Background: an optimization exercise with open tools, aiming at small area, a short achievable clock period and few clock cycles per item. Do not read the settings as production practice. In this exercise RTL edits were held to simulation tests only and were not proved equivalent to the original. Power and IR drop assume default switching activity.

// run_grouping_sort_by_length_unit
module run_grouping_sort_by_length_unit #(
    parameter int MAX_RUNS  = 32,
    parameter int MAX_INPUT = 65536
) (
    input  wire        i_clk,
    input  wire        i_rst_n,
    input  wire        i_in_valid,
    output logic       o_in_stall,
    input  wire [8:0]  i_in_data,
    output logic       o_out_valid,
    input  wire        i_out_stall,
    output logic [42:0] o_out_data
);
    localparam int EW      = rgs_pkg::ENT_W;
    localparam int LW      = rgs_pkg::LM1_W;
    localparam int SW      = rgs_pkg::START_OUT_W;
    localparam int YW      = rgs_pkg::SYM_W;
    localparam int COUNT_W = $clog2(MAX_RUNS + 1);
    localparam int POS_W   = $clog2(MAX_INPUT + 1);
    localparam logic [POS_W-1:0]   POS_LIMIT  = POS_W'(MAX_INPUT);
    localparam logic [COUNT_W-1:0] COUNT_FULL = COUNT_W'(MAX_RUNS);
    logic          r_freeze;        
    logic          r_stall;         
    logic          r_iv;
    logic [YW-1:0] r_isym;
    logic          r_ieos;
    logic          r_same;          
    logic          accept;
    assign o_in_stall = r_stall;
    assign accept     = i_in_valid && !r_stall;
    always_ff @(posedge i_clk) begin
        if (!i_rst_n) begin
            r_iv <= 1'b0;
        end else if (!r_freeze) begin
            r_iv <= accept;
        end
        if (accept) begin
            r_isym <= i_in_data[8:1];
            r_ieos <= i_in_data[0];
            r_same <= (i_in_data[8:1] == r_isym);
        end
    end
    logic [LW-1:0]    r_cur_len, n_cur_len;    
    logic             r_has, n_has;            
    logic [YW-1:0]    r_cur_sym, n_cur_sym;
    logic [SW-1:0]    r_cur_start, n_cur_start;
    logic [POS_W-1:0] r_pos, n_pos;
  ...
Settings: LEC_CHECK=0, CAP_MARGIN=20, CORE_MARGIN=2, CORE_UTILIZATION=35, CTS_CLUSTER_DIAMETER=80, CTS_CLUSTER_SIZE=22, SETUP_SLACK_MARGIN=2.2, SLEW_MARGIN=20; clock period 4.5 ns.
run.sh (not shown) runs the stock make flow with config.mk's settings and CLKGATE_MAP_FILE= SYNTH_SCRIPT=/design/flow/synth_recipe.tcl, a recipe that flattens the netlist after the stock synthesis.
Testbench counts at the start, summed over its fixed seeds: cycles 11,205, bytes 10,992.
==> next run, changes <==
--- a/flow/design.v
+++ b/flow/design.v
@@ -30,19 +30,19 @@
     input  wire                          i_keep_prev,
     input  wire                          i_keep_next,
     input  wire [rgs_pkg::ENT_W-1:0]     i_new,
     input  wire [rgs_pkg::ENT_W-1:0]     i_prev,
     input  wire [rgs_pkg::ENT_W-1:0]     i_next,
     input  wire                          i_set_last,
     input  wire                          i_gm_next,
     input  wire                          i_grow,        
     input  wire                          i_restart,     
-    input  wire [rgs_pkg::LM1_W-1:0]     i_cmp_len,
+    input  wire [rgs_pkg::LM1_W-1:0]     i_cmp_len_n,   
     output logic                         o_keep,
     output logic                         o_gm,
     output logic [rgs_pkg::ENT_W-1:0]    o_ent
 );
     logic [rgs_pkg::ENT_W-1:0] r_ent, n_ent;
     logic r_ge;
     logic take_next, take_new, take_prev, take_self;
     assign o_keep = i_old || (i_occ && r_ge);
     always_comb begin
@@ -54,19 +54,19 @@
             take_new  = !i_keep_next && o_keep;
         end else if (i_shl) begin
             take_next = 1'b1;
         end else if (i_ins) begin
             take_new  = !o_keep && i_keep_prev;
             take_prev = !o_keep && !i_keep_prev;
         end
     end
     assign take_self = !take_next && !take_new && !take_prev;
-    assign o_gm = r_ge && !(i_grow && (r_ent[rgs_pkg::ENT_W-1 -: rgs_pkg::LM1_W] == i_cmp_len));
+    assign o_gm = r_ge && !(i_grow && (r_ent[rgs_pkg::ENT_W-1 -: rgs_pkg::LM1_W] == ~i_cmp_len_n));
     always_comb begin
         n_ent = ({rgs_pkg::ENT_W{take_next}} & i_next)
               | ({rgs_pkg::ENT_W{take_new}}  & i_new)
               | ({rgs_pkg::ENT_W{take_prev}} & i_prev)
               | ({rgs_pkg::ENT_W{take_self}} & r_ent);
         n_ent[0] = n_ent[0] | i_set_last;
     end
     always_ff @(posedge i_clk) begin
         r_ent <= n_ent;
@@ -114,18 +114,19 @@
             r_iv <= accept;
         end
         if (accept) begin
             r_isym <= i_in_data[8:1];
             r_ieos <= i_in_data[0];
             r_same <= (i_in_data[8:1] == r_isym);
         end
     end
     logic [LW-1:0]    r_cur_len, n_cur_len;    
+    logic [LW-1:0]    r_cmp_n;                 
     logic             r_has, n_has;            
     logic [YW-1:0]    r_cur_sym, n_cur_sym;
     logic [SW-1:0]    r_cur_start, n_cur_start;
     logic [POS_W-1:0] r_pos, n_pos;
     logic             r_fl, n_fl;         
     logic             r_tovf, n_tovf;     
     logic r_close, r_ins, r_grow, r_restart;
     always_comb begin
         n_cur_len   = r_cur_len;
@@ -171,18 +172,19 @@
             r_fl   <= 1'b0;
             r_tovf <= 1'b0;
         end else begin
             r_has  <= n_has;
             r_pos  <= n_pos;
             r_fl   <= n_fl;
             r_tovf <= n_tovf;
         end
         r_cur_len   <= n_cur_len;
+        r_cmp_n     <= ~n_cur_len;
         r_cur_sym   <= n_cur_sym;
         r_cur_start <= n_cur_start;
     end
     logic [MAX_RUNS-1:0] r_occ, n_occ;        
     logic [MAX_RUNS-1:0] r_oldv, n_oldv;      
     logic [COUNT_W-1:0]  r_ccnt, n_ccnt;      
     logic                r_cfull;             
     logic                r_sovf, n_sovf;      
     logic                r_shl;               
@@ -265,19 +267,19 @@
             .i_keep_prev (keep_prev),
             .i_keep_next (keep_next),
             .i_new       (new_ent),
             .i_prev      (prev_ent),
             .i_next      (next_ent),
             .i_set_last  (fin && n_occ[gi] && !occ_nx),
             .i_gm_next   (gm_next),
             .i_grow      (r_grow),
             .i_restart   (r_restart),
-            .i_cmp_len   (r_cur_len),
+            .i_cmp_len_n (r_cmp_n),
             .o_keep      (c_keep[gi]),
             .o_gm        (c_gm[gi]),
             .o_ent       (c_ent[gi])
         );
     end
     logic nx_iv, nx_same, nx_fl, nx_has, nx_inr, nx_frz, nx_close;
     always_comb begin
         nx_iv    = r_freeze ? r_iv : accept;
         nx_same  = accept ? (i_in_data[8:1] == r_isym) : r_same;
=>
- The changed run passed the timing, design-rule and antenna checks
- worst setup slack loses 200 ps
- sequential power came out lower by 16%
- hold slack is about the same
- via count is about the same
- wire length came out higher by about 2.2%
- power came out lower by about 17%
- synthesized area came out higher by 0.66%
- die area came out higher by about 0.65%
Testbench counts after the change, summed over its fixed seeds: cycles 11,205, bytes 10,992.

## what the ideal ports hide
The flow's constraints put no driver on any port. The routed layouts listed below were extracted and timed again, unchanged, in two steps. Step 1, drivers: a clkbuf_16 drives i_clk and a buf_2 each remaining input, both assumed. Step 2, shift: input delay + t, output delay - t, t = (earliest + latest rising clock arrival at the registers) / 2. This alone moves slack from input paths to output paths. Three values: ideal, step 1, step 2; two values: the first two.
| run | shift t [ns] | slack for setup (ns) | worst hold slack (ns) | latest minus earliest clock arrival (ns) |
|---|---|---|---|---|
| the first run | 0.843 | 2.140 / 2.049 / 1.578 | 0.449 / 0.449 / 0.449 | 0.059 / 0.058 |
| the second run | 0.833 | 1.938 / 1.851 / 1.472 | 0.449 / 0.449 / 0.449 | 0.047 / 0.047 |
After both steps setup and hold are still met in every run listed. For the first run, which loses most, drivers alone change the setup slack by -0.091 ns; drivers and shift together by -0.562 ns.
